This is an optimization exercise on Yosys and OpenROAD, whose aim is small area, a short achievable clock period and few clock cycles per item, not a production implementation. Function was checked by simulation only, so behaviour that the tests miss may differ from the original. No activity file was given, so power comes from the tool's default toggle rates.

`flow/design.v`:
```
`default_nettype none
package dma_pkg;
  typedef logic [32-1:0] dma_addr_t;
  typedef logic [31:0] dma_len_t;
  typedef logic [4-1:0] dma_ce_t;
  typedef struct packed {
    dma_addr_t src;
    dma_addr_t dst;
    dma_len_t  len;
  } dma_cfg_t;
  typedef enum logic [2:0] {
    SEQ_IDLE,
    SEQ_RD_CHECK,
    SEQ_RD_WAIT,
    SEQ_WR_CHECK,
    SEQ_WR_WAIT
  } seq_state_t;
endpackage
`default_nettype wire
`default_nettype none
package mst_pkg;
  typedef logic [32-1:0] mst_data_t;
  typedef enum logic [1:0] {
    CMD_IDLE,
    CMD_RUN,
    CMD_WAIT,
    CMD_DONE
  } cmd_state_t;
endpackage
`default_nettype wire
`timescale 1ns/1ps
`default_nettype none
module dma_regs
(
  input  wire logic      Bus2IP_Clk,
  input  wire logic      rst,
  input  mst_pkg::mst_data_t      bus2ip_data,
  input  dma_pkg::dma_ce_t        bus2ip_wrce,
  input  dma_pkg::dma_ce_t        bus2ip_rdce,
  input  wire logic      busy,
  output mst_pkg::mst_data_t      ip2bus_data,
  output logic           ip2bus_wrack,
  output logic           ip2bus_rdack,
  output dma_pkg::dma_cfg_t       cfg,
  output logic           key
);
  mst_pkg::mst_data_t wdata;
  assign wdata = rst ? '0 : bus2ip_data;
  always_ff @(posedge Bus2IP_Clk)
  begin
    if (rst || bus2ip_wrce[3])
      cfg.src <= dma_pkg::dma_addr_t'(wdata);
    if (rst || bus2ip_wrce[2])
      cfg.dst <= dma_pkg::dma_addr_t'(wdata);
    if (rst || bus2ip_wrce[1])
      cfg.len <= dma_pkg::dma_len_t'(wdata);
  end
  assign key = bus2ip_wrce[0] && (bus2ip_data == mst_pkg::mst_data_t'(32'h0000_00CC));
  assign ip2bus_data = ({32{bus2ip_rdce[3]}} & mst_pkg::mst_data_t'(cfg.src))
                     | ({32{bus2ip_rdce[2]}} & mst_pkg::mst_data_t'(cfg.dst))
                     | ({32{bus2ip_rdce[1]}} & mst_pkg::mst_data_t'(cfg.len))
                     | {{(32-1){1'b0}}, bus2ip_rdce[0] & busy};
  assign ip2bus_wrack = |bus2ip_wrce;
  assign ip2bus_rdack = |bus2ip_rdce;
endmodule
`default_nettype wire
`timescale 1ns/1ps
`default_nettype none
module simple_dma
(
  input  wire logic      Bus2IP_Clk,
  input  wire logic      rst,
  input  mst_pkg::mst_data_t      bus2ip_data,
  input  dma_pkg::dma_ce_t        bus2ip_wrce,
  input  dma_pkg::dma_ce_t        bus2ip_rdce,
  output mst_pkg::mst_data_t      ip2bus_data,
  output logic           ip2bus_wrack,
  output logic           ip2bus_rdack,
  input  wire logic      bus2ip_mst_cmdack,
  input  wire logic      bus2ip_mst_cmplt,
  input  mst_pkg::mst_data_t      bus2ip_mstrd_d,
  input  wire logic      bus2ip_mstrd_src_rdy_n,
  input  wire logic      bus2ip_mstwr_dst_rdy_n,
  output logic           ip2bus_mstrd_req,
  output logic           ip2bus_mstwr_req,
  output dma_pkg::dma_addr_t      ip2bus_mst_addr,
  output mst_pkg::mst_data_t      ip2bus_mstwr_d
);
  dma_pkg::dma_cfg_t cfg;
  logic     key;
  logic     busy_q;
  logic     rdreq_q;
  logic     wrreq_q;
  dma_pkg::dma_addr_t addr_q;
  dma_pkg::dma_addr_t next_q;
  logic [32-3:0] words_nq;
  logic     part_q;
  mst_pkg::mst_data_t data_q;
  logic     start;
  logic     rd_cmplt;
  logic     wr_cmplt;
  logic     accept;
  logic     none_left;
  dma_regs u_regs (
    .Bus2IP_Clk(Bus2IP_Clk), .rst(rst),
    .bus2ip_data(bus2ip_data), .bus2ip_wrce(bus2ip_wrce), .bus2ip_rdce(bus2ip_rdce),
    .busy(busy_q), .ip2bus_data(ip2bus_data),
    .ip2bus_wrack(ip2bus_wrack), .ip2bus_rdack(ip2bus_rdack),
    .cfg(cfg), .key(key)
  );
  assign start     = key && !busy_q && (cfg.len != '0);
  assign rd_cmplt  = !bus2ip_mstrd_src_rdy_n;
  assign wr_cmplt  = !bus2ip_mstwr_dst_rdy_n;
  assign accept    = bus2ip_mst_cmdack || bus2ip_mst_cmplt;
  assign none_left = (&words_nq) && !part_q;
  always_ff @(posedge Bus2IP_Clk)
  begin
    if (rst)
    begin
      busy_q  <= 1'b0;
      rdreq_q <= 1'b0;
      wrreq_q <= 1'b0;
    end
    else
    begin
      busy_q  <= start || (busy_q && !(wr_cmplt && none_left));
      rdreq_q <= start || (rdreq_q && !accept) || (busy_q && wr_cmplt && !none_left);
      wrreq_q <= (wrreq_q && !accept) || (busy_q && rd_cmplt);
    end
  end
  logic                   words_dec;
  logic [32-3:0] words_carry;
  assign words_dec = busy_q && rd_cmplt && !part_q;
  always_comb
  begin
    words_carry[0] = words_dec;
    for (int i = 1; i < 32-2; i++)
      words_carry[i] = words_carry[i-1] && words_nq[i-1];
  end
  always_ff @(posedge Bus2IP_Clk)
  begin
    for (int i = 0; i < 32-2; i++)
      if (!busy_q || words_carry[i])
        words_nq[i] <= busy_q ? !words_nq[i] : !cfg.len[i+2];
    if (!busy_q)
      part_q <= |cfg.len[1:0];
    else if (rd_cmplt)
      part_q <= 1'b0;
  end
  logic     addr_load;
  logic     addr_step;
  logic     addr_hold;
  assign addr_load = !busy_q;
  assign addr_step = busy_q && bus2ip_mst_cmplt;
  assign addr_hold = busy_q && !bus2ip_mst_cmplt;
  always_ff @(posedge Bus2IP_Clk)
  begin
    addr_q <= ({32{addr_load}} & cfg.src)
            | ({32{addr_step}} & next_q)
            | ({32{addr_hold}} & addr_q);
    next_q <= ({32{addr_load}} & cfg.dst)
            | ({32{addr_step}} & (addr_q + dma_pkg::dma_addr_t'(4)))
            | ({32{addr_hold}} & next_q);
  end
  always_ff @(posedge Bus2IP_Clk)
  begin
    if (rd_cmplt)
      data_q <= bus2ip_mstrd_d;
  end
  assign ip2bus_mstrd_req = rdreq_q;
  assign ip2bus_mstwr_req = wrreq_q;
  assign ip2bus_mst_addr  = addr_q;
  assign ip2bus_mstwr_d   = data_q;
endmodule
`default_nettype wire
```
`flow/flow/run.sh`:
```
#!/bin/bash
# The standard flow (standard.sh) with these changes:
#  - synthesis maps combinational logic with flow/abc_map.script (see flow/synth.tcl);
#  - the port buffers are sky130_fd_sc_hd__buf_1 cells (the standard flow picks delay cells);
#  - a few slow combinational cells are added to the platform's don't-use list,
#    for synthesis and layout alike.
# Registers are mapped exactly as in the standard synthesis.
set -euo pipefail
W=$(pwd)
export BUFFER_PORTS_ARGS="-buffer_cell sky130_fd_sc_hd__buf_1"
export MY_ABC_SCRIPT=$W/flow/abc_map.script
export FLOW_SYNTH_TCL=$W/synth_recipe.tcl
DU="sky130_fd_sc_hd__probe_p_8 sky130_fd_sc_hd__probec_p_8 sky130_fd_sc_hd__lpflow_bleeder_1 sky130_fd_sc_hd__lpflow_clkbufkapwr_1 sky130_fd_sc_hd__lpflow_clkbufkapwr_16 sky130_fd_sc_hd__lpflow_clkbufkapwr_2 sky130_fd_sc_hd__lpflow_clkbufkapwr_4 sky130_fd_sc_hd__lpflow_clkbufkapwr_8 sky130_fd_sc_hd__lpflow_clkinvkapwr_1 sky130_fd_sc_hd__lpflow_clkinvkapwr_16 sky130_fd_sc_hd__lpflow_clkinvkapwr_2 sky130_fd_sc_hd__lpflow_clkinvkapwr_4 sky130_fd_sc_hd__lpflow_clkinvkapwr_8 sky130_fd_sc_hd__lpflow_decapkapwr_12 sky130_fd_sc_hd__lpflow_decapkapwr_3 sky130_fd_sc_hd__lpflow_decapkapwr_4 sky130_fd_sc_hd__lpflow_decapkapwr_6 sky130_fd_sc_hd__lpflow_decapkapwr_8 sky130_fd_sc_hd__lpflow_inputiso0n_1 sky130_fd_sc_hd__lpflow_inputiso0p_1 sky130_fd_sc_hd__lpflow_inputiso1n_1 sky130_fd_sc_hd__lpflow_inputiso1p_1 sky130_fd_sc_hd__lpflow_inputisolatch_1 sky130_fd_sc_hd__lpflow_isobufsrc_1 sky130_fd_sc_hd__lpflow_isobufsrc_16 sky130_fd_sc_hd__lpflow_isobufsrc_2 sky130_fd_sc_hd__lpflow_isobufsrc_4 sky130_fd_sc_hd__lpflow_isobufsrc_8 sky130_fd_sc_hd__lpflow_isobufsrckapwr_16 sky130_fd_sc_hd__lpflow_lsbuf_lh_hl_isowell_tap_1 sky130_fd_sc_hd__lpflow_lsbuf_lh_hl_isowell_tap_2 sky130_fd_sc_hd__lpflow_lsbuf_lh_hl_isowell_tap_4 sky130_fd_sc_hd__lpflow_lsbuf_lh_isowell_4 sky130_fd_sc_hd__lpflow_lsbuf_lh_isowell_tap_1 sky130_fd_sc_hd__lpflow_lsbuf_lh_isowell_tap_2 sky130_fd_sc_hd__lpflow_lsbuf_lh_isowell_tap_4 sky130_fd_sc_hd__a222oi_1 sky130_fd_sc_hd__or4_1 sky130_fd_sc_hd__or4_2 sky130_fd_sc_hd__or4_4 sky130_fd_sc_hd__nor4_1 sky130_fd_sc_hd__nor4_2 sky130_fd_sc_hd__nor4_4"
bash standard.sh "DONT_USE_CELLS=$DU" SYNTH_SCRIPT=$W/flow/synth.tcl synth > synth.log 2>&1
bash standard.sh "DONT_USE_CELLS=$DU" SYNTH_SCRIPT=$W/flow/synth.tcl  finish > layout.log 2>&1
```
`flow/flow/abc_map.script`:
```
&get -n
&st
&syn2
&dch -f
&nf -R 20
&put
```
`flow/flow/synth.tcl`:
```
# The standard flow's synthesis script (synth_recipe.tcl) unchanged, except that the
# combinational mapping calls ABC with flow/abc_map.script instead of ORFS's
# abc_speed.script. Registers are mapped before ABC runs, so they come out
# exactly as in the standard synthesis.
proc abc {args} {
  set i [lsearch -exact $args -script]
  if {$i >= 0 && [string match *abc_speed* [lindex $args [expr {$i+1}]]]} {
    lset args [expr {$i+1}] $::env(MY_ABC_SCRIPT)
  }
  puts "abc wrapper: $args"
  yosys abc {*}$args
}
source $::env(FLOW_SYNTH_TCL)
```
`flow/standard.sh`:
```
#!/bin/bash
# synth_recipe.tcl (not shown) runs the flow's synth.tcl, then flattens the netlist and writes it again
# the make line also repeats each setting of config.mk as NAME=value (left out here)
make -C /OpenROAD-flow-scripts/flow DESIGN_CONFIG=/design/flow/config.mk WORK_HOME=/design/flow/orfs CLKGATE_MAP_FILE= SYNTH_SCRIPT=/design/flow/synth_recipe.tcl "${@:-finish}"
```
`flow/config.mk`:
```
export PLATFORM = sky130hd
export DESIGN_NAME = simple_dma
export DESIGN_NICKNAME = simple_dma
export VERILOG_FILES = /design/flow/design.v
export SDC_FILE = /design/flow/constraint.sdc
export NUM_CORES = 4
export LEC_CHECK = 0
export ABC_CLOCK_PERIOD_IN_PS = 2000
export CAP_MARGIN = 20
export CORE_MARGIN = 2
export CORE_UTILIZATION = 65
export CTS_CLUSTER_DIAMETER = 70
export CTS_CLUSTER_SIZE = 25
export PLACE_DENSITY = 0.8
export SETUP_SLACK_MARGIN = 2.2
export SLEW_MARGIN = 20
```
`flow/constraint.sdc`:
```
create_clock -name core_clock -period 5.0 [get_ports {Bus2IP_Clk}]
set_input_delay 1.0000 -clock core_clock [delete_from_list [all_inputs] [get_ports {Bus2IP_Clk}]]
set_output_delay 1.0000 -clock core_clock [all_outputs]
set_load 0.01 [all_outputs]
```
==> out/metrics.yaml, run 1 <==
outcome:
  status: "complete, no violations"
layout:
  mostFrequentLayoutCells: "buf_1 (173), edfxtp_1 (159), nor2_1 (114), nand2_1 (95), dfxtp_1 (66)"
  fin_cells: 1153
  fillerInstances: 935
  final_common_cell: "buf_1"
  final-seq-area_mm2: 0.00612
  multi_input_area_mm2: 0.00300
  nNetsFinal: 1047
  diodes: 0
  drive_above_1_share: 0.0555
  area_delta_synth_final_pct: 17.4
die:
  die-width_um: 122
  coreArea_mm2: 0.0138
  start_util: 0.661
  die_area_mm2: 0.0150
  dieHeight_um: 122
  io_pins: 178
  fp-row-count: 43
sta:
  fin_skew_ns: 0.0194
  setup_viol: 0
  tightest_slew_ns: 0.893
  drv_slew: 0
  post-route-min-period_ns: 2.80
  tns_ns: 0
  slew_headroom: 0.405
  period_share: 0.560
  max_freq_mhz: 357
  hold_violations: 0
  rsz0062_at_grt: "true"
logic_synthesis:
  synth_seq_cells: 226
  seq_area_frac_synth: 0.672
  synthCells: 753
  synth_async_sr_flop_share: 0
  synth-edff-count: 159
  synth_ff_type: "edfxtp_1"
  syn_nets: 832
  syn_area_mm2: 0.00910
  synth_cell_types: 33
  ys.warnings.count: 2
  avgSynthCellArea_um2: 12.1
power:
  switching_share: 0.245
  leakagePower_nw: 3.80
  p_seq_frac: 0.606
  p_int_mw: 2.87
  p_clk_frac: 0.298
  vdd_ir_drop_max_uv: 289
  switchingPower_mw: 0.934
  p_total_mw: 3.81
  p_per_area_mw_per_mm2: 356
  comb_power_share: 0.096
clock_tree:
  cts_buffer_depth: 3
  cts_tree: "done"
  clk_latency_ns: 0.47
  cts-root-buf: "clkbuf_16"
  cts_sinks: 226
  clk_pin_slew_ns: 0.09
  cts_buffers: 13
  htreeDepth: 1
drt:
  wl_per_cell_um: 20.6
  first_iter_violations: 798
  drt-total-wl_um: 23800
  drcViolationCount: 0
  dr.pass1.iters: 5
  ant_nets: 0
  vias: 7073
  via_per_inst: 6.13
worst_hold_path:
  hp-start: "u_regs.cfg[42]"
  hold_path_class: "reg2reg"
  hold_depth: 1
global_route:
  grt_first_pass_wirelength_um: 35700
  grt_pass1_vias: 6974
  grtUsageTotal: 0.313
  antenna_found_initial: 0
  grt_max_degree: 51
  overflow: 0
placed_design:
  place.port_buffers: 177
  dp.final_hpwl_um: 15700
  gp_congestion: 0.869
  dp_cells: 1126
worst_setup_path:
  worstSetupStartpoint: "bus2ip_rdce[2]"
  critPathKind: "in2out"
  rrSetupSlack_ns: 2.27
  cp.required_ns: 4.00
  crit_arrival_ns: 1.80
  start_kind: "primary input"
  critPathMaxFanout: 17
  r2r_cells: 8
  r2r_start: "part_q"
  r2r-end: "words_nq[27]"
  end_kind: "output pin"
  crit_path_end: "ip2bus_data[29]"
job:
  maxCapViolations: 0
## final cells by class
cell class	instances	share of cell area
inverters	7	0.00293
clock buffers	16	0.0315
repair buffers	200	0.0864
clock inverters	4	0.00515
multi-input cells	520	0.281
well taps	180	0.0211
flip-flops and latches	226	0.572
## cells by family after synthesis
group,count (synthesis),share of synthesized area
xor gates and xnor gates,24,0.0231
and+or+nand+nor,312,0.156
AOI/OAI and AO/OA,154,0.113
adders and majority gates,1,0.00137
buffers and inverters,7,0.00289
muxes,29,0.0319
DFF,226,0.672
## state kept, by name, summed over array words and instances, names as in the netlist
| signal | count |
|---|---|
| u_regs.cfg | 96 |
| rdreq_q | 1 |
| words_nq | 30 |
| wrreq_q | 1 |
| next_q | 32 |
| data_q | 32 |
| addr_q | 32 |
| part_q | 1 |
| busy_q | 1 |
## metal layers
layer	up-vias	wire length [um]	part of all wire	track usage
met5	-	0	0	0
li1	3245	-	-	-
met4	0	864	0.036	0.136
met2	395	12000	0.50	0.535
met3	70	2170	0.091	0.0479
met1	3363	8760	0.37	0.398
## worst min-delay path by stage
stage,to,slack (ns)
after CTS,next_q[8],0.49
after detailed placement,next_q[12],0.47
after global routing,next_q[10],0.51
after global placement,next_q[6],0.46
final,next_q[10],0.49
after floorplan,next_q[4],0.44
## through the flow
step	utilization	hold slack (ns)	setup WS, ns	instance area [um2]
6_report	0.776	0.493	2.20	10700
3_5_place_dp	0.735	0.469	1.52	10100
4_1_cts	0.771	0.494	2.21	10600
5_1_grt	0.776	0.505	2.16	10700
3_3_place_gp	0.735	0.458	1.55	10100
2_1_floorplan	-	0.444	2.26	9110
## timing repair
item / CTS / global route
hold buffers: 0 / 0
gates cloned: 0 / 1
buffers inserted: 4 / 2
resized for setup: 20 / 8
pin swaps: 3 / 3
endpoints found under the setup margin: 39 / 21
## power by group through the flow
stage                     clock network (mW)  logic (mW)  registers (mW)
after global routing                    1.19       0.402            2.32
after global placement                     0       0.337            2.33
after CTS                               1.13       0.358            2.30
final                                   1.13       0.365            2.31
after floorplan                            0       0.176            2.33
after detailed placement                   0       0.350            2.34
## critical path, stage by stage
cell and delay (ns):
clkbuf_2 0.15, buf_12 0.19, a22oi_2 0.19, nand2_1 0.10
buf_1 0.15
## synth_stat cells (2+ instances only)
master    number  share of area
nand2_1       95          0.039
mux2i_1       29          0.032
nand3_1       17         0.0093
a221o_1        8         0.0088
nor2b_1       34          0.023
nand2b_1       2         0.0014
o21ai_0       33          0.018
a22oi_1       49          0.040
edfxtp_1     159           0.52
nor4b_1        2         0.0019
and3_1         4         0.0027
o21a_1         9         0.0074
a31oi_1        2         0.0014
xnor2_1        2         0.0019
o22ai_1       36          0.025
nor2_1       115          0.047
or2_0          4         0.0027
a21o_1         3         0.0025
dfxtp_1       67           0.15
o31ai_1        3         0.0025
nor3_1         9         0.0049
xor2_1        22          0.021
clkinv_1       7         0.0029
a21oi_1        9         0.0049
and4_1         7         0.0067
and2_0         6         0.0041
nand4_1       14         0.0096
Testbench counts, summed over its fixed seeds: cycles 59,953, words 6,547.
==> inputs of run 2 (changes only) <==
==> flow/flow/abc_map.script (replaced) <==
&get -n
&st
&syn2
&dch -f
&nf -R 50
&put
==> run 2 against run 1 <==
Effect of this change: first-iteration DRC count grew 8.1%; wire length grew 5.8%; register-to-register slack gained 0.08 ns; setup slack lost 0.044 ns; largest cell class unchanged; still clean; cell count shrank 0.52%; sequential power is essentially flat; global-route usage grew 1.1 points; critical path depth is the same; largest power group unchanged.
==> out/metrics.yaml, run 2 <==
worst_setup_path:
  r2r_start: "part_q"
  cp.required_ns: 4.00
  crit_path_end: "ip2bus_data[3]"
  start_kind: "primary input"
  crit_arrival_ns: 1.84
  r2r_cells: 10
  end_kind: "output pin"
  rrSetupSlack_ns: 2.35
  critPathKind: "in2out"
  r2r-end: "busy_q"
  worstSetupStartpoint: "bus2ip_rdce[2]"
  critPathMaxFanout: 16
sta:
  period_share: 0.569
  rsz0062_at_grt: "true"
  max_freq_mhz: 352
  tns_ns: 0
  drv_slew: 0
  hold_violations: 0
  setup_viol: 0
  post-route-min-period_ns: 2.84
  slew_headroom: 0.403
  tightest_slew_ns: 0.896
  fin_skew_ns: 0.0149
logic_synthesis:
  ys.warnings.count: 2
  syn_nets: 829
  seq_area_frac_synth: 0.673
  synth_ff_type: "edfxtp_1"
  synthCells: 750
  synth_cell_types: 33
  synth-edff-count: 159
  yosys-top-cells-count: "edfxtp_1 (159), nor2_1 (112), nand2_1 (94), dfxtp_1 (67), a22oi_1 (48)"
  synth_top_cell_area_share: 0.526
  syn_area_mm2: 0.00908
  synth_top_cell_by_area: "edfxtp_1"
  synth_seq_cells: 226
  ys_top_cells_by_area: "edfxtp_1 (53%), dfxtp_1 (15%), nor2_1 (4.6%)"
  avgSynthCellArea_um2: 12.1
  yosys.cell_count.top_type: "edfxtp_1"
  synth_async_sr_flop_share: 0
worst_hold_path:
  hold_path_class: "reg2reg"
power:
  comb_power_share: 0.099
  p_per_area_mw_per_mm2: 353
  switchingPower_mw: 0.941
  vdd_ir_drop_max_uv: 303
  p_seq_frac: 0.613
  switching_share: 0.250
  p_clk_frac: 0.287
  p_int_mw: 2.83
  leakagePower_nw: 3.78
global_route:
  grt_pass1_vias: 7096
  use_met3: 0.0493
  use_met1: 0.427
  grtUsageTotal: 0.324
  use_met2: 0.556
  overflow: 0
  grt_max_degree: 60
  antenna_found_initial: 0
  grt-busiest-layer: "met2"
  grt_first_pass_wirelength_um: 37000
die:
  io_pins: 178
  dieHeight_um: 122
  fp-row-count: 43
  coreArea_mm2: 0.0138
  die_area_mm2: 0.0149
  die-width_um: 122
  start_util: 0.660
layout:
  diodes: 0
  area_delta_synth_final_pct: 17.6
  top_register: "u_regs.cfg"
  final-seq-area_mm2: 0.00613
  multi_input_area_mm2: 0.00302
  final_common_cell: "buf_1"
  fillerInstances: 893
  fin_cells: 1147
  nNetsFinal: 1040
  mostFrequentLayoutCells: "buf_1 (173), edfxtp_1 (159), nor2_1 (108), nand2_1 (93), dfxtp_1 (63)"
  finalCoreUtilization: 0.776
  drive_above_1_share: 0.0620
  largest_register_ffs: 96
job:
  maxCapViolations: 0
clock_tree:
  cts_tree: "done"
  cts_buffers: 13
  clk_pin_slew_ns: 0.09
  clk_latency_ns: 0.47
  htreeDepth: 1
  cts_sinks: 226
  cts-root-buf: "clkbuf_16"
  cts_buffer_depth: 3
placed_design:
  dp.final_hpwl_um: 15800
  gp_congestion: 0.878
  dp_cells: 1119
  place.port_buffers: 177
drt:
  vias: 7335
  drt-total-wl_um: 25200
  ant_nets: 0
  dr.pass1.iters: 6
  first_iter_violations: 863
  wl_per_cell_um: 21.9
  drcViolationCount: 0
  via_per_inst: 6.39
outcome:
  status: "complete, no violations"
-- run 2: worst max-delay path, cell delays in order --
cell       delay (ns)
buf_4            0.15
clkbuf_16        0.19
a22oi_1          0.25
nand2_1          0.10
buf_1            0.14
-- run 2: how the worst min path moves through the flow --
stage / slack (ns) / startpoint / cells after the start / endpoint
floorplan: 0.44 / next_q[4] / 2 / next_q[4]
global placement: 0.45 / wrreq_q / 2 / wrreq_q
detailed placement: 0.47 / u_regs.cfg[42] / 1 / next_q[10]
CTS: 0.49 / next_q[24] / 2 / next_q[24]
global route: 0.51 / u_regs.cfg[38] / 1 / next_q[6]
finish: 0.49 / u_regs.cfg[38] / 1 / next_q[6]
-- run 2: area by class of cell --
type | instances | share of cell area
Inverter | 7 | 0.00293
Clock buffer | 17 | 0.0318
Tap cell | 180 | 0.0211
Sequential cell | 226 | 0.573
Multi-Input combinational cell | 517 | 0.282
Clock inverter | 4 | 0.00293
Timing Repair Buffer | 196 | 0.0856
-- run 2: kinds of logic after synthesis --
logic type	Yosys count	synth area share
AO/OA/AOI/OAI	158	0.116
XOR/XNOR	22	0.0212
adder cells (fa/ha/maj)	1	0.00138
buffers and inverters	7	0.00289
flip-flops	226	0.673
multiplexers	29	0.0320
AND/OR/NAND/NOR	307	0.153
-- run 2: per-layer routing --
| metal | vias to the layer above | wire length (um) | part of all wire |
|---|---|---|---|
| li1 | 3237 | - | - |
| met3 | 47 | 2770 | 0.11 |
| met2 | 525 | 12600 | 0.50 |
| met1 | 3526 | 9190 | 0.37 |
| met4 | 0 | 595 | 0.024 |
| met5 | - | 0 | 0 |
-- run 2: metrics by stage --
step / total power [mW] / area, um2 / worst slack, ns / hold slack [ns]
floorplan: 2.50 / 9090 / 2.38 / 0.444
global placement: 2.67 / 10100 / 1.74 / 0.447
detailed placement: 2.69 / 10100 / 1.62 / 0.472
CTS: 3.75 / 10500 / 2.20 / 0.495
global route: 3.89 / 10700 / 2.13 / 0.506
finish: 3.77 / 10700 / 2.16 / 0.494
-- run 2: repair_timing --
item                                    CTS  global route
gates resized for setup                  19            27
hold buffers                              0             0
buffers inserted                          0             4
cloned                                    0             2
endpoints found under the setup margin   44            43
pin swaps                                 0             5
-- run 2: power by group through the flow --
stage	registers [mW]	logic, mW	clock network, mW
floorplan	2.33	0.175	0
global placement	2.33	0.335	0
detailed placement	2.34	0.350	0
CTS	2.30	0.358	1.08
global route	2.33	0.409	1.15
finish	2.31	0.375	1.08
==> inputs of run 3 (changes only) <==
==> flow/flow/abc_map.script (replaced) <==
&get -n
&st
&syn2
&dch -f
&nf -R 20
&put
--- a/flow/config.mk
+++ b/flow/config.mk
@@ -13,4 +13,4 @@
 export CTS_CLUSTER_SIZE = 25
 export PLACE_DENSITY = 0.8
-export SETUP_SLACK_MARGIN = 2.2
+export SETUP_SLACK_MARGIN = 2.3
 export SLEW_MARGIN = 20
==> run 3 against run 2 <==
Effect of this change: worst hold slack worse by 0.011 ns; cell count up 1.3%; wire length up 1.3%; via count up 0.12%; still clean; clock-buffer cell count up 3; clock skew up 0.012 ns; highest routed layer unchanged; critical path type is now reg2reg; non-clock buffer count up 12; design area up 4.0%; largest cell class unchanged; combinational power up about 10%; total power up 2.1%; synthesized cell count up 0.40%.
==> out/metrics.yaml, run 3 <==
outcome:
  status: "complete, no violations"
logic_synthesis:
  ys.warnings.count: 2
  ys_top_cells_by_area: "edfxtp_1 (52%), dfxtp_1 (15%), nor2_1 (4.7%)"
  synth-compound-area-share: 0.113
  yosys-top-cells-count: "edfxtp_1 (159), nor2_1 (115), nand2_1 (95), dfxtp_1 (67), a22oi_1 (49)"
  yosys.cell_count.top_type: "edfxtp_1"
  synth_xor_area_frac: 0.0231
  synth_ff_type: "edfxtp_1"
  avgSynthCellArea_um2: 12.1
  synth_top_cell_area_share: 0.524
  synth_async_sr_flop_share: 0
  synth-simple-area-share: 0.156
  synth_cell_types: 33
  synth_top_cell_by_area: "edfxtp_1"
  syn_nets: 832
  synthAdderAreaFrac: 0.00137
  synthCells: 753
  seq_area_frac_synth: 0.672
  synth_top_family_by_area: "simple AND/OR/NAND/NOR gates"
  synth-edff-count: 159
  syn_area_mm2: 0.00910
  synth_seq_cells: 226
  synth.area.mux_share: 0.0319
worst_setup_path:
  start_kind: "register"
  cpMaxStageDelayCell: "or4b_4"
  worst-path-buf-inv: 0
  critPathMaxFanout: 4
  r2r_start: "part_q"
  critPathKind: "reg2reg"
  end_kind: "register"
  path_cells: "nand4b_1 > nor4b_4 > nand4_1 > nor2_2 > and4_4 > nand3_2 > or4b_4 > o21ai_2"
  cp_top_family: "simple AND/OR/NAND/NOR gates"
  crit_arrival_ns: 2.93
  worstSetupStartpoint: "part_q"
  cp.required_ns: 5.19
  crit_path_max_incr_delay_ns: 0.57
global_route:
  antenna_found_initial: 0
  grtUsageTotal: 0.311
  grt_first_pass_wirelength_um: 35500
  grt_pass1_vias: 7009
  grt_max_degree: 74
  overflow: 0
sta:
  hold_violations: 0
  period_share: 0.548
  fin_ws_ns: 2.26
  rsz0062_at_grt: "true"
  setup_viol: 0
  post-route-min-period_ns: 2.74
  tns_ns: 0
  fin_skew_ns: 0.0272
  max_freq_mhz: 365
  tightest_slew_ns: 0.904
  slew_headroom: 0.395
  drv_slew: 0
layout:
  top_register: "u_regs.cfg"
  final-seq-area_mm2: 0.00612
  multi_input_area_mm2: 0.00315
  fillerInstances: 857
  mostFrequentLayoutCells: "buf_1 (165), edfxtp_1 (159), nor2_1 (114), nand2_1 (94), dfxtp_1 (66)"
  largest_register_ffs: 96
  drive_above_1_share: 0.0998
  area_delta_synth_final_pct: 22.1
  diodes: 0
  final_common_cell: "buf_1"
  nNetsFinal: 1055
die:
  die_area_mm2: 0.0150
  coreArea_mm2: 0.0138
  start_util: 0.661
  io_pins: 178
  die-width_um: 122
  dieHeight_um: 122
  fp-row-count: 43
clock_tree:
  htreeDepth: 1
  cts-root-buf: "clkbuf_16"
  cts_buffers: 13
  cts_tree: "done"
  cts_sinks: 226
  clk_latency_ns: 0.47
  cts_buffer_depth: 3
  clk_pin_slew_ns: 0.10
drt:
  vias: 7344
  drt-total-wl_um: 25500
  drcViolationCount: 0
  ant_nets: 0
  dr.pass1.iters: 5
  via_per_inst: 6.32
  wl_per_cell_um: 21.9
  first_iter_violations: 774
placed_design:
  place_ws_ns: 1.48
  place.port_buffers: 177
  dp.final_hpwl_um: 15400
  gp_congestion: 0.831
power:
  leakagePower_nw: 3.95
  p_per_area_mw_per_mm2: 346
  vdd_ir_drop_max_uv: 348
job:
  maxCapViolations: 0
worst_hold_path:
  hold_path_class: "reg2reg"
  hp-start: "u_regs.cfg[46]"
[run 3: per-stage QoR]
step           hold WS (ns)  instance area, um2  instances  utilization  power (mW)
3_3_place_gp          0.452               10100       1123        0.734        2.67
3_5_place_dp          0.470               10100       1123        0.734        2.69
4_1_cts               0.481               10700       1149        0.777        3.79
6_report              0.483               11100       1162        0.807        3.85
5_1_grt               0.491               11100       1162        0.807        3.96
2_1_floorplan         0.444                9120        753            -        2.51
[run 3: cells by family after synthesis]
| group | count (synthesis) |
|---|---|
| simple gates | 312 |
| fa+ha+maj | 1 |
| xor+xnor | 24 |
| flops | 226 |
| mux | 29 |
| compound gates | 154 |
| buf+inv | 7 |
[run 3: worst paths after layout]
path	slack, ns	cells past startpoint	endpoint
hold / removal	0.48	1	next_q[14]
setup / recovery	2.26	8	words_nq[29]
hold reg to reg	0.48	1	next_q[14]
setup reg to reg	2.26	8	words_nq[29]
[run 3: timing repair]
item	in CTS	in global routing
pin swaps	6	12
setup endpoints to repair	70	38
buffers inserted	3	5
cloned	2	7
resized for setup	38	49
hold buffers	0	0
[run 3: layout make-up]
cell class / count / area share
clock inverters: 1 / 0.00180
multi-input cells: 520 / 0.283
flip-flops and latches: 226 / 0.551
repair buffers: 208 / 0.108
inverters: 7 / 0.00281
well taps: 180 / 0.0203
clock buffers: 20 / 0.0335
[run 3: power by group]
part           internal (mW)  switching [mW]  total, mW  leakage, nW
clock                  0.531           0.586       1.12        0.189
sequential              2.18           0.132       2.32         2.20
combinational          0.177           0.236      0.413         1.56
[run 3: metal layers]
metal	GRT usage	wire length, um	vias up
met2	0.545	13000	415
met1	0.383	9020	3614
li1	-	-	3258
met3	0.0595	2560	57
met5	0	0	-
met4	0.120	849	0
[run 3: worst register-to-register path: cells and delay by family, from the launching register on]
kind | cells | cell delay, ns
compound gates | 1 | 0.18
flops | 1 | 0.41
simple gates | 7 | 1.88
==> inputs of run 4 (changes only) <==
--- a/flow/config.mk
+++ b/flow/config.mk
@@ -9,8 +9,8 @@
 export CAP_MARGIN = 20
 export CORE_MARGIN = 2
-export CORE_UTILIZATION = 65
+export CORE_UTILIZATION = 72
 export CTS_CLUSTER_DIAMETER = 70
 export CTS_CLUSTER_SIZE = 25
 export PLACE_DENSITY = 0.8
-export SETUP_SLACK_MARGIN = 2.3
+export SETUP_SLACK_MARGIN = 2.25
 export SLEW_MARGIN = 20
==> run 4 against run 3 <==
Effect of this change: worst hold slack better by 0.017 ns; via count is 0.68% higher; total power about the same; maximum frequency up 0.90%; sequential cell count did not move; still clean; cell count decreased by 1.1%; highest routed layer unchanged; sequential power is essentially flat; global-route usage grew 3.2 points; critical path type is now in2out; area after synthesis is the same; register-to-register slack gained 0.08 ns.
==> out/metrics.yaml, run 4 <==
clock_tree:
  cts_buffers: 13
  htreeDepth: 1
  cts_buffer_depth: 3
  clk_pin_slew_ns: 0.09
  cts_sinks: 226
  cts_tree: "done"
  cts-root-buf: "clkbuf_16"
  clk_latency_ns: 0.47
logic_synthesis:
  synth-edff-count: 159
  ys_top_cells_by_area: "edfxtp_1 (52%), dfxtp_1 (15%), nor2_1 (4.7%)"
  avgSynthCellArea_um2: 12.1
  seq_area_frac_synth: 0.672
  synth_seq_cells: 226
  synth_top_cell_by_area: "edfxtp_1"
  synth_ff_type: "edfxtp_1"
  synth_async_sr_flop_share: 0
  syn_nets: 832
  yosys-top-cells-count: "edfxtp_1 (159), nor2_1 (115), nand2_1 (95), dfxtp_1 (67), a22oi_1 (49)"
  yosys.cell_count.top_type: "edfxtp_1"
  ys.warnings.count: 2
  synthCells: 753
  synth_top_cell_area_share: 0.524
  syn_area_mm2: 0.00910
  synth_cell_types: 33
layout:
  drive_above_1_share: 0.0768
  nNetsFinal: 1050
  largest_register_ffs: 96
  fillerInstances: 611
  diodes: 0
  area_delta_synth_final_pct: 19.4
  top_register: "u_regs.cfg"
  finalCoreUtilization: 0.872
  final_common_cell: "buf_1"
  final_cell_area_mm2: 0.0109
  mostFrequentLayoutCells: "buf_1 (169), edfxtp_1 (159), nor2_1 (114), nand2_1 (95), dfxtp_1 (66)"
worst_hold_path:
  hold_path_class: "reg2reg"
worst_setup_path:
  path_cells: "buf_12 > buf_12 > a22oi_1 > nand2_1 > buf_1"
  crit_arrival_ns: 1.72
  critPathMaxFanout: 9
  crit_path_max_incr_delay_ns: 0.21
  worst-path-buf-inv: 3
  cp_top_family: "buffers and inverters"
  crit_top_cell: "buf_12"
  start_kind: "primary input"
  critPathKind: "in2out"
  cp.required_ns: 4.00
  end_kind: "output pin"
  cpMaxStageDelayCell: "a22oi_1"
drt:
  drcViolationCount: 0
  drt-total-wl_um: 25700
  ant_nets: 0
  via_per_inst: 6.44
  wl_per_cell_um: 22.4
  dr.pass1.iters: 6
  first_iter_violations: 836
  vias: 7394
power:
  p_total_mw: 3.84
  p_per_area_mw_per_mm2: 354
  vdd_ir_drop_max_uv: 434
  leakagePower_nw: 3.86
placed_design:
  gp_congestion: 0.864
  dp.final_hpwl_um: 16000
  place_area_mm2: 0.0101
  place.port_buffers: 177
  place_ws_ns: 1.53
sta:
  fin_ws_ns: 2.28
  tns_ns: 0
  max_freq_mhz: 368
  setup_viol: 0
  hold_violations: 0
  slew_headroom: 0.330
  fin_skew_ns: 0.0183
  drv_slew: 0
  tightest_slew_ns: 1.01
  post-route-min-period_ns: 2.72
  period_share: 0.543
  rsz0062_at_grt: "true"
die:
  coreArea_mm2: 0.0125
  fp-row-count: 41
  start_util: 0.730
  die-width_um: 116
  io_pins: 178
  die_area_mm2: 0.0136
  dieHeight_um: 116
global_route:
  antenna_found_initial: 0
  grt_first_pass_wirelength_um: 35400
  overflow: 0
  grt_pass1_vias: 6963
  grt_max_degree: 53
  grtUsageTotal: 0.344
outcome:
  status: "complete, no violations"
job:
  maxCapViolations: 0
-- run 4: report_power, final --
part	internal, mW	switching, mW	total [mW]
combinational	0.163	0.233	0.396
sequential	2.18	0.132	2.32
clock	0.545	0.588	1.13
total	2.89	0.953	3.84
-- run 4: repair_timing --
action	in CTS	in global routing
gates resized for setup	17	42
hold buffers	0	0
pin swaps	2	9
setup endpoints to repair	38	36
buffers inserted	3	0
cloned	0	6
-- run 4: worst paths after layout --
path	from	end	slack, ns	depth (start not counted)
max	bus2ip_rdce[2]	ip2bus_data[28]	2.28	5
min	next_q[9]	next_q[9]	0.50	1
max reg2reg	part_q	words_nq[28]	2.34	8
min reg2reg	next_q[9]	next_q[9]	0.50	1
-- run 4: through the flow --
| step | hold WS (ns) | instances |
|---|---|---|
| 3_3_place_gp | 0.449 | 1118 |
| 3_5_place_dp | 0.472 | 1118 |
| 6_report | 0.499 | 1149 |
| 2_1_floorplan | 0.444 | 753 |
| 4_1_cts | 0.496 | 1142 |
| 5_1_grt | 0.512 | 1149 |
-- run 4: final cells by class --
class / count / area [um2] / area share
clock buffers: 17 / 340 / 0.0313
clock inverters: 4 / 55.1 / 0.00507
inverters: 7 / 31.3 / 0.00288
multi-input cells: 520 / 3080 / 0.283
flip-flops and latches: 226 / 6120 / 0.563
well taps: 172 / 215 / 0.0198
repair buffers: 203 / 1030 / 0.0950
-- run 4: routing by layer --
metal / wire length, um / GRT usage
met4: 1050 / 0.134
met1: 8840 / 0.434
met3: 3000 / 0.0633
met2: 12800 / 0.595
met5: 0 / 0
-- run 4: kinds of logic (layout without fill, tap and decap cells) --
family / Yosys count / count (layout) / synth area share
buffers and inverters: 7 / 231 / 0.00289
DFF: 226 / 226 / 0.672
xor gates and xnor gates: 24 / 24 / 0.0231
adders and majority gates: 1 / 1 / 0.00137
muxes: 29 / 29 / 0.0319
and+or+nand+nor: 312 / 312 / 0.156
AOI/OAI and AO/OA: 154 / 154 / 0.113
==> inputs of run 5 (changes only) <==
--- a/flow/config.mk
+++ b/flow/config.mk
@@ -9,8 +9,8 @@
 export CAP_MARGIN = 20
 export CORE_MARGIN = 2
-export CORE_UTILIZATION = 72
+export CORE_UTILIZATION = 77
 export CTS_CLUSTER_DIAMETER = 70
 export CTS_CLUSTER_SIZE = 25
-export PLACE_DENSITY = 0.8
-export SETUP_SLACK_MARGIN = 2.25
+export PLACE_DENSITY = 0.85
+export SETUP_SLACK_MARGIN = 2.2
 export SLEW_MARGIN = 20
==> run 5 against run 4 <==
Effect of this change: non-clock buffer count fell by 4; clock skew increased by 0.0056 ns; global-route usage rose by 5.8 points; critical endpoint is now ip2bus_data[31]; first-iteration DRC count up 75%; sequential share of layout area up 0.91 points; largest cell class unchanged; still clean on timing, DRC and antenna; synthesized cell count did not move; setup slack worse by 0.10 ns; critical path type unchanged; critical path depth is the same; cell count fell by 2.9%.
==> out/metrics.yaml, run 5 <==
layout:
  final-seq-area_mm2: 0.00612
  mostFrequentLayoutCells: "buf_1 (173), edfxtp_1 (159), nor2_1 (115), nand2_1 (94), dfxtp_1 (66)"
  multi_input_area_mm2: 0.00301
  final_common_cell: "buf_1"
  fillerInstances: 364
  nNetsFinal: 1046
  diodes: 0
  top_register: "u_regs.cfg"
  finalCoreUtilization: 0.933
  fin_cells: 1116
  drive_above_1_share: 0.0534
  largest_register_ffs: 96
  area_delta_synth_final_pct: 17.5
  final_cell_area_mm2: 0.0107
logic_synthesis:
  synthAdderAreaFrac: 0.00137
  synth_top_cell_area_share: 0.524
  synth-simple-area-share: 0.156
  avgSynthCellArea_um2: 12.1
  syn_area_mm2: 0.00910
  yosys-top-cells-count: "edfxtp_1 (159), nor2_1 (115), nand2_1 (95), dfxtp_1 (67), a22oi_1 (49)"
  synth_top_cell_by_area: "edfxtp_1"
  synth_xor_area_frac: 0.0231
  synth_seq_cells: 226
  synth_async_sr_flop_share: 0
  ys_top_cells_by_area: "edfxtp_1 (52%), dfxtp_1 (15%), nor2_1 (4.7%)"
  syn_nets: 832
  yosys.cell_count.top_type: "edfxtp_1"
  synth_ff_type: "edfxtp_1"
  seq_area_frac_synth: 0.672
  synth_top_family_by_area: "simple AND/OR/NAND/NOR gates"
  synthCells: 753
  synth-compound-area-share: 0.113
  synth.area.mux_share: 0.0319
  synth-edff-count: 159
  synth_cell_types: 33
  ys.warnings.count: 2
global_route:
  grt_pass1_vias: 7551
  grtUsageTotal: 0.402
  grt_first_pass_wirelength_um: 39400
  grt_max_degree: 61
  overflow: 0
  antenna_found_initial: 0
power:
  vdd_ir_drop_max_uv: 525
  leakagePower_nw: 3.81
  p_total_mw: 3.83
  p_per_area_mw_per_mm2: 358
drt:
  wl_met2_um: 14000
  drt-total-wl_um: 28700
  wl_met3_um: 3980
  dr.pass1.iters: 7
  first_iter_violations: 1462
  top_layer_used: "met4"
  ant_nets: 0
  via_per_inst: 7.13
  vias: 7952
  wl_per_cell_um: 25.7
  drcViolationCount: 0
  drt-met1-wl_um: 8610
sta:
  drv_slew: 0
  rsz0062_at_grt: "true"
  max_freq_mhz: 355
  post-route-min-period_ns: 2.82
  period_share: 0.563
  tightest_slew_ns: 1.15
  setup_viol: 0
  holdWs_ns: 0.493
  fin_ws_ns: 2.18
  slew_headroom: 0.233
  hold_violations: 0
  fin_skew_ns: 0.0240
  tns_ns: 0
worst_setup_path:
  worstSetupStartpoint: "bus2ip_rdce[1]"
  critPathMaxFanout: 33
  start_kind: "primary input"
  critPathKind: "in2out"
  cp.required_ns: 4.00
  r2r_start: "part_q"
  end_kind: "output pin"
  crit_arrival_ns: 1.82
job:
  maxCapViolations: 0
worst_hold_path:
  hp-start: "next_q[15]"
  hold_path_class: "reg2reg"
placed_design:
  dp_cells: 1086
  dp.final_hpwl_um: 16200
  place.port_buffers: 177
  gp_congestion: 0.859
  place_ws_ns: 1.64
  place_area_mm2: 0.0101
clock_tree:
  clk_pin_slew_ns: 0.10
  cts_buffers: 13
  cts_buffer_depth: 3
  cts-root-buf: "clkbuf_16"
  clk_latency_ns: 0.47
  cts_tree: "done"
  htreeDepth: 1
  cts_sinks: 226
  holdBufCountCts: 0
die:
  die-width_um: 113
  start_util: 0.794
  dieHeight_um: 113
  die_area_mm2: 0.0127
  coreArea_mm2: 0.0115
  fp-row-count: 39
  io_pins: 178
outcome:
  status: "complete, no violations"
-- run 5: cells by family (layout without fill, tap and decap cells) --
group                    count (synthesis)  count (layout)
AND/OR/NAND/NOR                        312             312
flip-flops                             226             226
AO/OA/AOI/OAI                          154             154
multiplexers                            29              29
XOR/XNOR                                24              24
buffers and inverters                    7             227
adder cells (fa/ha/maj)                  1               1
-- run 5: critical path: stages --
cell	delay, ns
buf_1	0.10
buf_12	0.18
a22oi_1	0.26
nand2_1	0.11
buf_1	0.14
-- run 5: worst paths after layout --
kind | to | cells after the start | slack (ns)
min reg2reg | next_q[15] | 2 | 0.49
max reg2reg | words_nq[28] | 8 | 2.23
min | next_q[15] | 2 | 0.49
max | ip2bus_data[31] | 5 | 2.18
-- run 5: routing by layer --
layer  global-route usage  vias to the layer above
met3               0.0734                      190
met2                0.712                      878
met1                0.475                     3632
li1                     -                     3252
met5                    0                        -
met4                0.197                        0
-- run 5: report_power, final --
part           internal [mW]  switching, mW  total [mW]
Sequential              2.18          0.140        2.32
Combinational          0.151          0.245       0.396
Clock                  0.501          0.611        1.11
-- run 5: repair_timing --
item / 4_1_cts / 5_1_grt
setup endpoints to repair: 39 / 23
resized for setup: 23 / 12
cloned: 0 / 3
pin swaps: 4 / 3
buffers inserted: 3 / 3
hold endpoints to repair: 0 / 0
-- run 5: layout make-up --
type | instances | share of cell area
Tap cell | 143 | 0.0167
Clock buffer | 19 | 0.0325
Sequential cell | 226 | 0.572
Inverter | 7 | 0.00292
Multi-Input combinational cell | 520 | 0.281
Timing Repair Buffer | 199 | 0.0917
Clock inverter | 2 | 0.00257
==> inputs of run 6 (changes only) <==
--- a/flow/config.mk
+++ b/flow/config.mk
@@ -9,8 +9,8 @@
 export CAP_MARGIN = 20
 export CORE_MARGIN = 2
-export CORE_UTILIZATION = 77
+export CORE_UTILIZATION = 72
 export CTS_CLUSTER_DIAMETER = 70
 export CTS_CLUSTER_SIZE = 25
-export PLACE_DENSITY = 0.85
+export PLACE_DENSITY = 0.8
 export SETUP_SLACK_MARGIN = 2.2
 export SLEW_MARGIN = 20
==> run 6 against run 5 <==
Effect of this change: via count fell by 9.5%; worst hold slack better by 0.0072 ns; clock power about the same; clock-buffer cell count shrank 2; combinational power decreased by 7.8%; highest routed layer unchanged.
==> out/metrics.yaml, run 6 <==
layout:
  diodes: 0
  final_cell_area_mm2: 0.0106
  finalCoreUtilization: 0.852
  fin_cells: 1143
  largest_register_ffs: 96
  top_register: "u_regs.cfg"
  area_delta_synth_final_pct: 16.7
  fillerInstances: 680
  drive_above_1_share: 0.0474
  nNetsFinal: 1044
  mostFrequentLayoutCells: "buf_1 (175), edfxtp_1 (159), nor2_1 (114), nand2_1 (95), dfxtp_1 (66)"
  multi_input_area_mm2: 0.00299
  final_common_cell: "buf_1"
  final-seq-area_mm2: 0.00612
clock_tree:
  clk_latency_ns: 0.47
  htreeDepth: 1
  cts-root-buf: "clkbuf_16"
  cts_buffers: 13
  cts_sinks: 226
  cts_buffer_depth: 3
  cts_tree: "done"
  clk_pin_slew_ns: 0.09
  holdBufCountCts: 0
placed_design:
  gp_congestion: 0.864
  dp_cells: 1118
  place_ws_ns: 1.53
  dp.final_hpwl_um: 16000
  place_area_mm2: 0.0101
  place.port_buffers: 177
power:
  vdd_ir_drop_max_uv: 426
  p_per_area_mw_per_mm2: 358
  p_total_mw: 3.80
  leakagePower_nw: 3.77
global_route:
  grt_max_degree: 53
  grt_pass1_vias: 6968
  antenna_found_initial: 0
  grtUsageTotal: 0.344
  grt_first_pass_wirelength_um: 35400
  overflow: 0
logic_synthesis:
  synth_top_cell_by_area: "edfxtp_1"
  syn_area_mm2: 0.00910
  synth_top_cell_area_share: 0.524
  yosys.cell_count.top_type: "edfxtp_1"
  synthCells: 753
  avgSynthCellArea_um2: 12.1
  yosys-top-cells-count: "edfxtp_1 (159), nor2_1 (115), nand2_1 (95), dfxtp_1 (67), a22oi_1 (49)"
  seq_area_frac_synth: 0.672
  synth_ff_type: "edfxtp_1"
  syn_nets: 832
  synth_cell_types: 33
  ys_top_cells_by_area: "edfxtp_1 (52%), dfxtp_1 (15%), nor2_1 (4.7%)"
  synth_async_sr_flop_share: 0
  ys.warnings.count: 2
  synth-edff-count: 159
  synth_seq_cells: 226
worst_setup_path:
  crit_arrival_ns: 1.76
  critPathKind: "in2out"
  cp.required_ns: 4.00
  start_kind: "primary input"
  critPathMaxFanout: 33
  end_kind: "output pin"
die:
  dieHeight_um: 116
  start_util: 0.730
  die_area_mm2: 0.0136
  coreArea_mm2: 0.0125
  fp-row-count: 41
  die-width_um: 116
  io_pins: 178
sta:
  fin_ws_ns: 2.24
  tns_ns: 0
  period_share: 0.553
  hold_violations: 0
  post-route-min-period_ns: 2.76
  holdWs_ns: 0.501
  rsz0062_at_grt: "true"
  drv_slew: 0
  tightest_slew_ns: 1.01
  max_freq_mhz: 362
  setup_viol: 0
  fin_skew_ns: 0.0182
  slew_headroom: 0.328
drt:
  dr.pass1.iters: 8
  drt-total-wl_um: 23900
  via_per_inst: 6.29
  vias: 7193
  drcViolationCount: 0
  first_iter_violations: 734
  wl_per_cell_um: 20.9
  ant_nets: 0
worst_hold_path:
  hold_path_class: "reg2reg"
outcome:
  status: "complete, no violations"
job:
  maxCapViolations: 0
run 6: cell counts after synthesis:
Identical to the previous run, type by type.
run 6: cells by family (layout without fill, tap and decap cells):
group / count (synthesis) / in the layout / share of synthesized area
simple gates: 312 / 312 / 0.156
flops: 226 / 226 / 0.672
compound gates: 154 / 154 / 0.113
mux: 29 / 29 / 0.0319
xor+xnor: 24 / 24 / 0.0231
buf+inv: 7 / 225 / 0.00289
fa+ha+maj: 1 / 1 / 0.00137
run 6: repair_timing:
item                       4_1_cts  5_1_grt
setup endpoints to repair       38       36
pin swaps                        2        3
resized for setup               12       11
setup buffers                    3        0
run 6: cell type report:
class                           instances  area share
Multi-Input combinational cell        520       0.282
Sequential cell                       226       0.576
Timing Repair Buffer                  197      0.0821
Tap cell                              172      0.0203
Clock inverter                          4     0.00518
Clock buffer                           17      0.0320
Inverter                                7     0.00294
run 6: worst paths after layout:
kind / cells past startpoint / slack (ns) / start / to
min reg2reg: 2 / 0.50 / next_q[4] / next_q[4]
max reg2reg: 8 / 2.33 / part_q / words_nq[28]
max: 5 / 2.24 / bus2ip_rdce[2] / ip2bus_data[6]
min: 2 / 0.50 / next_q[4] / next_q[4]
run 6: routing by layer:
layer	track usage	up-vias	part of all wire	wire length, um
met1	0.434	3450	0.36	8710
li1	-	3246	-	-
met3	0.0638	61	0.099	2360
met2	0.594	436	0.51	12100
met4	0.135	0	0.031	738
met5	0	-	0	0
run 6: critical path, stage by stage:
cell	delay [ns]
buf_1	0.13
buf_12	0.23
a22oi_1	0.13
nand2_1	0.10
buf_1	0.16
run 6: power breakdown:
group | total [mW] | switching, mW | leakage [nW] | internal [mW]
logic | 0.365 | 0.219 | 1.38 | 0.146
registers | 2.31 | 0.127 | 2.20 | 2.18
clock network | 1.13 | 0.582 | 0.188 | 0.545
total | 3.80 | 0.927 | 3.77 | 2.87
==> inputs of run 7 (changes only) <==
--- a/flow/flow/run.sh
+++ b/flow/flow/run.sh
@@ -11,4 +11,5 @@
 export MY_ABC_SCRIPT=$W/flow/abc_map.script
 export FLOW_SYNTH_TCL=$W/synth_recipe.tcl
+if [[ -f $W/flow/pre_resize.tcl ]]; then export PRE_RESIZE_TCL=$W/flow/pre_resize.tcl; fi
 DU="sky130_fd_sc_hd__probe_p_8 sky130_fd_sc_hd__probec_p_8 sky130_fd_sc_hd__lpflow_bleeder_1 sky130_fd_sc_hd__lpflow_clkbufkapwr_1 sky130_fd_sc_hd__lpflow_clkbufkapwr_16 sky130_fd_sc_hd__lpflow_clkbufkapwr_2 sky130_fd_sc_hd__lpflow_clkbufkapwr_4 sky130_fd_sc_hd__lpflow_clkbufkapwr_8 sky130_fd_sc_hd__lpflow_clkinvkapwr_1 sky130_fd_sc_hd__lpflow_clkinvkapwr_16 sky130_fd_sc_hd__lpflow_clkinvkapwr_2 sky130_fd_sc_hd__lpflow_clkinvkapwr_4 sky130_fd_sc_hd__lpflow_clkinvkapwr_8 sky130_fd_sc_hd__lpflow_decapkapwr_12 sky130_fd_sc_hd__lpflow_decapkapwr_3 sky130_fd_sc_hd__lpflow_decapkapwr_4 sky130_fd_sc_hd__lpflow_decapkapwr_6 sky130_fd_sc_hd__lpflow_decapkapwr_8 sky130_fd_sc_hd__lpflow_inputiso0n_1 sky130_fd_sc_hd__lpflow_inputiso0p_1 sky130_fd_sc_hd__lpflow_inputiso1n_1 sky130_fd_sc_hd__lpflow_inputiso1p_1 sky130_fd_sc_hd__lpflow_inputisolatch_1 sky130_fd_sc_hd__lpflow_isobufsrc_1 sky130_fd_sc_hd__lpflow_isobufsrc_16 sky130_fd_sc_hd__lpflow_isobufsrc_2 sky130_fd_sc_hd__lpflow_isobufsrc_4 sky130_fd_sc_hd__lpflow_isobufsrc_8 sky130_fd_sc_hd__lpflow_isobufsrckapwr_16 sky130_fd_sc_hd__lpflow_lsbuf_lh_hl_isowell_tap_1 sky130_fd_sc_hd__lpflow_lsbuf_lh_hl_isowell_tap_2 sky130_fd_sc_hd__lpflow_lsbuf_lh_hl_isowell_tap_4 sky130_fd_sc_hd__lpflow_lsbuf_lh_isowell_4 sky130_fd_sc_hd__lpflow_lsbuf_lh_isowell_tap_1 sky130_fd_sc_hd__lpflow_lsbuf_lh_isowell_tap_2 sky130_fd_sc_hd__lpflow_lsbuf_lh_isowell_tap_4 sky130_fd_sc_hd__a222oi_1 sky130_fd_sc_hd__or4_1 sky130_fd_sc_hd__or4_2 sky130_fd_sc_hd__or4_4 sky130_fd_sc_hd__nor4_1 sky130_fd_sc_hd__nor4_2 sky130_fd_sc_hd__nor4_4"
 bash standard.sh "DONT_USE_CELLS=$DU" SYNTH_SCRIPT=$W/flow/synth.tcl synth > synth.log 2>&1
==> flow/flow/pre_resize.tcl (new file) <==
# Hook run by ORFS's resize step (PRE_RESIZE_TCL), before repair_design.
# Each register-read select drives one gate per data bit, so its port buffer
# is made strong enough to drive them all; the read-data and acknowledge
# outputs get a slightly stronger port buffer than the default.
foreach port [get_ports {bus2ip_rdce[*]}] {
  set net [get_nets -of_objects $port]
  foreach pin [get_pins -of_objects $net] {
    set inst [get_cells -of_objects $pin]
    puts "size_io: [get_full_name $inst] -> sky130_fd_sc_hd__buf_16"
    replace_cell [get_full_name $inst] sky130_fd_sc_hd__buf_16
  }
}
foreach port [get_ports {ip2bus_data[*] ip2bus_wrack ip2bus_rdack}] {
  set net [get_nets -of_objects $port]
  foreach pin [get_pins -of_objects $net] {
    if {[get_property $pin direction] eq "output"} {
      set inst [get_cells -of_objects $pin]
      puts "size_io: [get_full_name $inst] -> sky130_fd_sc_hd__buf_2"
      replace_cell [get_full_name $inst] sky130_fd_sc_hd__buf_2
    }
  }
}
==> run 7 against run 6 <==
Effect of this change: the flow now stops in 3_4_place_resized; synthesized cell count did not move; area after synthesis unchanged.
==> out/metrics.yaml, run 7 <==
placed_design:
  gp_congestion: 0.864
  place.port_buffers: 177
logic_synthesis:
  synth_seq_cells: 226
  avgSynthCellArea_um2: 12.1
  yosys-top-cells-count: "edfxtp_1 (159), nor2_1 (115), nand2_1 (95), dfxtp_1 (67), a22oi_1 (49)"
  synth_top_cell_by_area: "edfxtp_1"
  ys.warnings.count: 2
  synth_ff_type: "edfxtp_1"
  seq_area_frac_synth: 0.672
  ys_top_cells_by_area: "edfxtp_1 (52%), dfxtp_1 (15%), nor2_1 (4.7%)"
  synthCells: 753
  synth_top_cell_area_share: 0.524
  yosys.cell_count.top_type: "edfxtp_1"
  synth-edff-count: 159
  synth_cell_types: 33
  syn_nets: 832
  syn_area_mm2: 0.00910
  synth_async_sr_flop_share: 0
die:
  fp-row-count: 41
  start_util: 0.730
  io_pins: 178
  dieHeight_um: 116
  die-width_um: 116
outcome:
  tool.error: "[ERROR STA-0100] unsupported object type Port."
  status: "stopped before the end"
  flow.stopped_at: "3_4_place_resized"
-- run 7: worst max-delay path by stage --
stage | to | cells past startpoint | from | slack, ns
2_1_floorplan | words_nq[28] | 8 | part_q | 2.26
3_3_place_gp | ip2bus_data[29] | 5 | bus2ip_rdce[3] | 1.58
-- run 7: power groups by stage --
stage | logic [mW] | clock network [mW] | registers (mW)
after floorplan | 0.176 | 0 | 2.33
after global placement | 0.333 | 0 | 2.33
-- run 7: stage by stage --
stage	cell area [um2]	setup WS, ns	power [mW]
global placement	10100	1.58	2.66
floorplan	9110	2.26	2.51
-- run 7: cells by family after synthesis --
kind of cell    after synthesis  share of synthesized area
simple gates                312                      0.156
flops                       226                      0.672
compound gates              154                      0.113
mux                          29                     0.0319
xor+xnor                     24                     0.0231
buf+inv                       7                    0.00289
fa+ha+maj                     1                    0.00137
==> inputs of run 8 (changes only) <==
==> flow/flow/pre_resize.tcl (replaced) <==
# Hook run by ORFS's resize step (PRE_RESIZE_TCL), before repair_design.
# Each register-read select drives one gate per data bit, so its port buffer
# is made strong enough to drive them all; the read-data and acknowledge
# outputs get a slightly stronger port buffer than the default.
set block [ord::get_db_block]
foreach bt [$block getBTerms] {
  set name [$bt getName]
  set net [$bt getNet]
  if {$net eq "NULL"} { continue }
  if {[string match {bus2ip_rdce*} $name]} {
    foreach it [$net getITerms] {
      set inst [[$it getInst] getName]
      puts "size_io: $inst -> sky130_fd_sc_hd__buf_16"
      replace_cell $inst sky130_fd_sc_hd__buf_16
    }
  } elseif {[string match {ip2bus_data*} $name] || $name eq "ip2bus_wrack" || $name eq "ip2bus_rdack"} {
    foreach it [$net getITerms] {
      if {[$it isOutputSignal]} {
        set inst [[$it getInst] getName]
        puts "size_io: $inst -> sky130_fd_sc_hd__buf_2"
        replace_cell $inst sky130_fd_sc_hd__buf_2
      }
    }
  }
}
==> run 8 against run 7 <==
Effect of this change: the run now finishes clean; synthesized cell count stayed put; area after synthesis stayed put.
==> out/metrics.yaml, run 8 <==
worst_setup_path:
  crit_path_end: "ip2bus_data[15]"
  crit_arrival_ns: 1.79
  rrSetupSlack_ns: 2.27
  r2r_cells: 8
  path_cells: "buf_16 > buf_6 > a22oi_1 > nand2_1 > buf_2"
  worstSetupStartpoint: "bus2ip_rdce[2]"
  cpMaxStageDelayCell: "a22oi_1"
  start_kind: "primary input"
  critPathMaxFanout: 33
  cp_top_family: "buffers and inverters"
  r2r-end: "words_nq[28]"
  crit_path_max_incr_delay_ns: 0.26
  path_depth: 5
  critPathKind: "in2out"
  r2r_start: "part_q"
  worst-path-buf-inv: 3
  cp.required_ns: 4.00
  end_kind: "output pin"
logic_synthesis:
  ys_top_cells_by_area: "edfxtp_1 (52%), dfxtp_1 (15%), nor2_1 (4.7%)"
  syn_area_mm2: 0.00910
  yosys.cell_count.top_type: "edfxtp_1"
  syn_nets: 832
  seq_area_frac_synth: 0.672
  synthCells: 753
  synth_top_cell_by_area: "edfxtp_1"
  ys.warnings.count: 2
  yosys-top-cells-count: "edfxtp_1 (159), nor2_1 (115), nand2_1 (95), dfxtp_1 (67), a22oi_1 (49)"
  synth_ff_type: "edfxtp_1"
  synth-edff-count: 159
  synth_cell_types: 33
  synth_top_cell_area_share: 0.524
  avgSynthCellArea_um2: 12.1
  synth_async_sr_flop_share: 0
  synth_seq_cells: 226
die:
  die_area_mm2: 0.0136
  die-width_um: 116
  start_util: 0.730
  fp-row-count: 41
  coreArea_mm2: 0.0125
  dieHeight_um: 116
  io_pins: 178
global_route:
  overflow: 0
  antenna_found_initial: 0
  grt_max_degree: 53
  grt_pass1_vias: 7081
  grtUsageTotal: 0.356
  grt_first_pass_wirelength_um: 36600
sta:
  max_freq_mhz: 358
  post-route-min-period_ns: 2.79
  rsz0062_at_grt: "true"
  tns_ns: 0
  period_share: 0.558
  fin_skew_ns: 0.0275
  setup_viol: 0
  slew_headroom: 0.366
  drv_slew: 0
  hold_violations: 0
  tightest_slew_ns: 0.952
worst_hold_path:
  hold_path_class: "reg2reg"
job:
  maxCapViolations: 0
clock_tree:
  cts_buffer_depth: 3
  htreeDepth: 1
  cts_sinks: 226
  cts_tree: "done"
  holdBufCountCts: 0
  clk_latency_ns: 0.48
  clk_pin_slew_ns: 0.10
  cts_buffers: 13
  cts-root-buf: "clkbuf_16"
power:
  vdd_ir_drop_max_uv: 373
  p_total_mw: 3.80
  leakagePower_nw: 3.90
  p_per_area_mw_per_mm2: 354
placed_design:
  place.port_buffers: 177
  dp.final_hpwl_um: 16300
  gp_congestion: 0.864
layout:
  drive_above_1_share: 0.0893
  fillerInstances: 667
  final-seq-area_mm2: 0.00612
  largest_register_ffs: 96
  nNetsFinal: 1046
  final_common_cell: "edfxtp_1"
  mostFrequentLayoutCells: "edfxtp_1 (159), buf_1 (138), nor2_1 (114), nand2_1 (95), dfxtp_1 (66)"
  diodes: 0
  area_delta_synth_final_pct: 18.2
  top_register: "u_regs.cfg"
  multi_input_area_mm2: 0.00301
drt:
  via_per_inst: 6.48
  first_iter_violations: 872
  ant_nets: 0
  wl_per_cell_um: 21.8
  dr.pass1.iters: 6
  vias: 7421
  drcViolationCount: 0
  drt-total-wl_um: 24900
outcome:
  status: "complete, no violations"
run 8: cell counts after synthesis:
Identical to the previous run, type by type.
run 8: how the worst min path moves through the flow:
stage	start	end	cells past startpoint
2_1_floorplan	next_q[4]	next_q[4]	2
3_3_place_gp	u_regs.cfg[42]	next_q[10]	1
3_5_place_dp	next_q[16]	next_q[16]	1
4_1_cts	u_regs.cfg[42]	next_q[10]	1
5_1_grt	u_regs.cfg[42]	next_q[10]	1
6_report	u_regs.cfg[42]	next_q[10]	1
run 8: layer usage:
| metal | GRT usage | up-vias | wire [um] | part of all wire |
|---|---|---|---|---|
| li1 | - | 3240 | - | - |
| met1 | 0.442 | 3579 | 8780 | 0.35 |
| met2 | 0.621 | 521 | 12800 | 0.51 |
| met3 | 0.0618 | 81 | 2440 | 0.098 |
| met4 | 0.151 | 0 | 958 | 0.038 |
| met5 | 0 | - | 0 | 0 |
run 8: where the power goes:
group | switching, mW | leakage (nW) | internal [mW] | total [mW]
combinational | 0.224 | 1.51 | 0.161 | 0.386
clock | 0.601 | 0.187 | 0.505 | 1.11
sequential | 0.130 | 2.20 | 2.18 | 2.31
run 8: layout make-up:
cell class	instances	share of cell area
clock buffer	19	0.0323
inverter	7	0.00291
tap	172	0.0200
clock inverter	3	0.00407
multi-input combinational	520	0.279
sequential	226	0.569
timing repair buffer	199	0.0926
run 8: logic make-up (layout without fill, tap and decap cells):
logic type,count (synthesis),in the layout,share of synthesized area
multiplexers,29,29,0.0319
AO/OA/AOI/OAI,154,154,0.113
AND/OR/NAND/NOR,312,312,0.156
flip-flops,226,226,0.672
adder cells (fa/ha/maj),1,1,0.00137
buffers and inverters,7,228,0.00289
XOR/XNOR,24,24,0.0231
run 8: per-stage QoR:
step	cell area, um2	hold WS, ns	util	cells	setup slack [ns]
after floorplan	9110	0.444	-	753	2.26
after global placement	10100	0.449	0.811	1118	1.58
after detailed placement	10300	0.468	0.822	1118	1.78
after CTS	10700	0.485	0.858	1143	2.20
after global routing	10800	0.508	0.863	1146	2.16
final	10800	0.483	0.863	1146	2.21
run 8: timing repair:
item | in CTS | in global routing
resized for setup | 5 | 9
buffers inserted | 3 | 2
setup endpoints to repair | 38 | 14
pin swaps | 2 | 2

[what the ideal ports hide]
Ports are ideal in the flow. The routed layouts listed here were re-timed in OpenROAD. Step 1, drivers: a clkbuf_16 drives Bus2IP_Clk and a buf_2 each remaining input, both assumed. Step 2 moves the port delays by t, midway between the first and last clock arrival at a register: inputs arrive t later, outputs are due t later. That takes back most of the time a late clock gives input paths. a / b / c = ideal ports / drivers / drivers and shift; a / b = the first two.
| run | t, ns | slack for setup (ns) | worst setup path at the end | latest minus earliest clock arrival (ns) |
|---|---|---|---|---|
| run 1 | 0.504 | 2.201 / 2.173 / 2.070 | input to register | 0.020 / 0.020 |
| run 2 | 0.502 | 2.157 / 2.134 / 1.789 | input to register | 0.015 / 0.015 |
| run 3 | 0.497 | 2.258 / 2.242 / 1.929 | input to register | 0.032 / 0.032 |
| run 4 | 0.503 | 2.283 / 2.228 / 2.071 | input to register | 0.018 / 0.018 |
| run 5 | 0.507 | 2.183 / 2.155 / 1.790 | input to register | 0.024 / 0.024 |
| run 6 | 0.498 | 2.237 / 2.214 / 2.029 | input to register | 0.018 / 0.019 |
| run 8 | 0.506 | 2.208 / 2.121 / 1.975 | input to register | 0.031 / 0.032 |
After both steps setup and hold are still met in every run listed. For run 5, which loses most, drivers alone change the setup slack by -0.028 ns; drivers and shift together by -0.393 ns.
